This design comes from an exercise in tuning for small area on the open sky130 flow, not from production work.
Only simulation tests tie the RTL to the original design; equivalence was not proved.
Power and IR drop assume default switching activity.

==> flow/design.v <==
module yreg_file #(
  parameter int WIDTH = 32,
  parameter int ADDR  = 5
) (
  input  logic             clk,
  input  logic             rst,
  input  logic [ADDR-1:0]  rn1,
  input  logic [ADDR-1:0]  rn2,
  input  logic [ADDR-1:0]  wn,
  input  logic [WIDTH-1:0] d,
  input  logic             w,
  output logic [WIDTH-1:0] rd1,
  output logic [WIDTH-1:0] rd2
);
  localparam int N = 2 ** ADDR;
  logic [N-1:1] we;      
  logic [N-1:1] valid;   
  logic [N-1:1] sel1;    
  logic [N-1:1] sel2;    
  logic         hit1;    
  logic         hit2;    
  logic [WIDTH-1:0] q [1:N-1];
  assign hit1 = !rst && w && (wn != '0) && (wn == rn1);
  assign hit2 = !rst && w && (wn != '0) && (wn == rn2);
  localparam int LO = (ADDR + 1) / 2;
  localparam int HI = ADDR - LO;
  logic [2**LO-1:0] l1, l2, lw;
  logic [2**HI-1:0] h1, h2, hw;
  logic [N-1:1]     rdy;   
  for (genvar k = 0; k < 2**LO; k++) begin : gLo
    assign l1[k] = (rn1[LO-1:0] == LO'(k));
    assign l2[k] = (rn2[LO-1:0] == LO'(k));
    assign lw[k] = (wn[LO-1:0] == LO'(k));
  end
  logic same1, same2;
  assign same1 = w && (wn == rn1);
  assign same2 = w && (wn == rn2);
  for (genvar k = 0; k < 2**HI; k++) begin : gHi
    assign h1[k] = !same1 && (rn1[ADDR-1:LO] == HI'(k));
    assign h2[k] = !same2 && (rn2[ADDR-1:LO] == HI'(k));
    assign hw[k] = w && (wn[ADDR-1:LO] == HI'(k));
  end
  genvar i;
  for (i = 1; i < N; i++) begin : gReg
    yreg_and2 uWe (.a(hw[i >> LO]), .b(lw[i % (2**LO)]), .y(we[i]));
    always_ff @(posedge clk or posedge rst) begin
      if (rst) begin
        valid[i] <= 1'b0;
      end else if (we[i]) begin
        valid[i] <= 1'b1;
      end
    end
    always_ff @(posedge clk) begin
      if (we[i]) begin
        q[i] <= d;
      end
    end
    assign rdy[i] = valid[i];
    yreg_and3 uS1 (.a(h1[i >> LO]), .b(l1[i % (2**LO)]), .c(rdy[i]), .y(sel1[i]));
    yreg_and3 uS2 (.a(h2[i >> LO]), .b(l2[i % (2**LO)]), .c(rdy[i]), .y(sel2[i]));
  end
  localparam int G = (N + 2) / 3;    
  logic [N-1:0] s1, s2;
  logic [WIDTH-1:0] x [0:N-1];
  assign s1 = {sel1, hit1};
  assign s2 = {sel2, hit2};
  assign x[0] = d;
  for (i = 1; i < N; i++) begin : gX
    assign x[i] = q[i];
  end
  genvar b, g;
  for (b = 0; b < WIDTH; b++) begin : gBit
    logic [G-2:0] n1, n2;
    for (g = 0; g < G - 1; g++) begin : gGrp
      yreg_aoi222 u1 (.a0(s1[3*g]), .b0(x[3*g][b]), .a1(s1[3*g+1]), .b1(x[3*g+1][b]),
                      .a2(s1[3*g+2]), .b2(x[3*g+2][b]), .y(n1[g]));
      yreg_aoi222 u2 (.a0(s2[3*g]), .b0(x[3*g][b]), .a1(s2[3*g+1]), .b1(x[3*g+1][b]),
                      .a2(s2[3*g+2]), .b2(x[3*g+2][b]), .y(n2[g]));
    end
    logic [2:0] p1, p2;
    yreg_nand4 u1a (.a(n1[3:0]), .y(p1[0]));
    yreg_nand4 u1b (.a(n1[7:4]), .y(p1[1]));
    yreg_nand4 u2a (.a(n2[3:0]), .y(p2[0]));
    yreg_nand4 u2b (.a(n2[7:4]), .y(p2[1]));
    yreg_last u1c (.n0(n1[8]), .n1(n1[9]), .a0(s1[N-2]), .b0(x[N-2][b]),
                   .a1(s1[N-1]), .b1(x[N-1][b]), .y(p1[2]));
    yreg_last u2c (.n0(n2[8]), .n1(n2[9]), .a0(s2[N-2]), .b0(x[N-2][b]),
                   .a1(s2[N-1]), .b1(x[N-1][b]), .y(p2[2]));
    yreg_or3 u1d (.a(p1), .y(rd1[b]));
    yreg_or3 u2d (.a(p2), .y(rd2[b]));
  end
endmodule
module yreg_aoi222 (
  input  logic a0, b0, a1, b1, a2, b2,
  output logic y
);
  assign y = !((a0 && b0) || (a1 && b1) || (a2 && b2));
endmodule
module yreg_nand4 (
  input  logic [3:0] a,
  output logic       y
);
  assign y = !(&a);
endmodule
module yreg_last (
  input  logic n0, n1, a0, b0, a1, b1,
  output logic y
);
  assign y = !(n0 && n1 && !((a0 && b0) || (a1 && b1)));
endmodule
module yreg_or3 (
  input  logic [2:0] a,
  output logic       y
);
  assign y = |a;
endmodule
module yreg_and2 (
  input  logic a, b,
  output logic y
);
  assign y = a && b;
endmodule
module yreg_and3 (
  input  logic a, b, c,
  output logic y
);
  assign y = a && b && c;
endmodule
export LEC_CHECK = 0
export CAP_MARGIN = 20
export CORE_MARGIN = 2
export CORE_UTILIZATION = 65
export SLEW_MARGIN = 20
export SYNTH_HIERARCHICAL = 1
export SYNTH_MINIMUM_KEEP_SIZE = 0
create_clock -name core_clock -period 7.0 [get_ports {clk}]
standard.sh (not shown) runs the stock make flow with config.mk's settings and CLKGATE_MAP_FILE= SYNTH_SCRIPT=/design/flow/synth_recipe.tcl, a recipe that flattens the netlist after the stock synthesis.
==> flow/flow/run.sh <==
#!/bin/bash
# The standard flow (standard synthesis unchanged), with these layout changes:
#  - before global placement, AND gates with a fanout over 20 (the register
#    select and write strobes) get the x2 drive (flow/pre_place.tcl);
#  - ports are buffered with buf_2 instead of the slow delay buffer the
#    resizer picks by default, and the port buffers are then set to buf_1
#    just before repair_design, which re-sizes any that are too weak
#    (flow/pre_resize.tcl);
#  - CTS clusters up to 16 sinks per clkbuf_8 leaf buffer and inserts no
#    dummy loads.
# The full make output is written to standard_flow.log.
set -uo pipefail
bash standard.sh \
  "BUFFER_PORTS_ARGS=-buffer_cell sky130_fd_sc_hd__buf_2" \
  "PRE_GLOBAL_PLACE_TCL=$PWD/flow/pre_place.tcl" \
  "PRE_RESIZE_TCL=$PWD/flow/pre_resize.tcl" \
  "CTS_ARGS=-sink_clustering_enable -repair_clock_nets -dont_use_dummy_load -buf_list {sky130_fd_sc_hd__clkbuf_8} -sink_clustering_size 16 -sink_clustering_max_diameter 60" \
  finish > standard_flow.log 2>&1
==> flow/flow/pre_place.tcl <==
# Register select and write strobe gates each drive a full row of WIDTH
# cells; give AND gates with such a fanout the x2 drive up front, so that
# repair sizes rather than buffers them.
set block [ord::get_db_block]
set db [ord::get_db]
set map [dict create \
  sky130_fd_sc_hd__and3_1 sky130_fd_sc_hd__and3_2 \
  sky130_fd_sc_hd__and2_1 sky130_fd_sc_hd__and2_2 \
  sky130_fd_sc_hd__and2_0 sky130_fd_sc_hd__and2_2]
set n 0
foreach inst [$block getInsts] {
  set m [[$inst getMaster] getName]
  if {![dict exists $map $m]} { continue }
  set out [$inst findITerm X]
  if {$out eq "NULL"} { continue }
  set net [$out getNet]
  if {$net eq "NULL"} { continue }
  if {[llength [$net getITerms]] < 21} { continue }
  $inst swapMaster [$db findMaster [dict get $map $m]]
  incr n
}
puts "pre_gpl_size: $n high-fanout AND gates set to x2"
Other scripts of this flow, unchanged in this note and not shown: flow/flow/pre_resize.tcl
Change:
--- a/flow/flow/run.sh
+++ b/flow/flow/run.sh
@@ -2,4 +2,2 @@
 # The standard flow (standard synthesis unchanged), with these layout changes:
-#  - before global placement, AND gates with a fanout over 20 (the register
-#    select and write strobes) get the x2 drive (flow/pre_place.tcl);
 #  - ports are buffered with buf_2 instead of the slow delay buffer the
==> flow/flow/pre_place.tcl (replaced) <==
# Register select and write strobe gates each drive a full row of WIDTH
# cells; give AND gates with such a fanout more drive up front (and3 x2,
# and2 x4), so that repair sizes rather than buffers them.
set block [ord::get_db_block]
set db [ord::get_db]
set map [dict create \
  sky130_fd_sc_hd__and3_1 sky130_fd_sc_hd__and3_2 \
  sky130_fd_sc_hd__and2_1 sky130_fd_sc_hd__and2_4 \
  sky130_fd_sc_hd__and2_0 sky130_fd_sc_hd__and2_4]
set n 0
foreach inst [$block getInsts] {
  set m [[$inst getMaster] getName]
  if {![dict exists $map $m]} { continue }
  set out [$inst findITerm X]
  if {$out eq "NULL"} { continue }
  set net [$out getNet]
  if {$net eq "NULL"} { continue }
  if {[llength [$net getITerms]] < 21} { continue }
  $inst swapMaster [$db findMaster [dict get $map $m]]
  incr n
}
puts "pre_gpl_size: $n high-fanout AND gates upsized"
Settings changed: CAP_MARGIN 20 to 5, GPL_TIMING_DRIVEN set to 0, SLEW_MARGIN 20 to 5.
The changed run completed with no timing, DRC or antenna violations.
Global-route usage came out lower by 2.0 points.
Clock skew is unchanged.
Fmax went down by 2.7%.
Via count came out lower by 3.1%.
Flip-flop and latch count does not change.
Clock power barely changes.
Synthesized cell count stays the same.
Clock-buffer cell count is unchanged.
Total power barely changes.

what the ideal ports hide:
The results above use ideal ports. As a check the final layouts listed here were re-extracted and re-timed, cells and wires unchanged.
Step 1 sets driving cells, clkbuf_16 on the clock port and buf_2 on the other inputs (assumed; they add their load-dependent delay and slew).
Step 2, shift: input delay + t, output delay - t, t = (earliest + latest rising clock arrival at the registers) / 2. This alone moves slack from input paths to output paths.
a / b / c = no drivers / after step 1 / after step 2; a / b = the first two.
run	shift t [ns]	setup WS [ns]	hold slack, ns	worst setup path at the end
the first run	0.738	0.527 / 0.500 / 0.500	0.488 / 0.488 / 0.488	input to output
the second run	0.744	0.344 / 0.319 / 0.319	0.484 / 0.484 / 0.484	input to output
After both steps setup and hold are still met in every run listed. The setup slack of the first run, which loses most, moves by -0.027 ns with the drivers and by -0.027 ns with both steps.
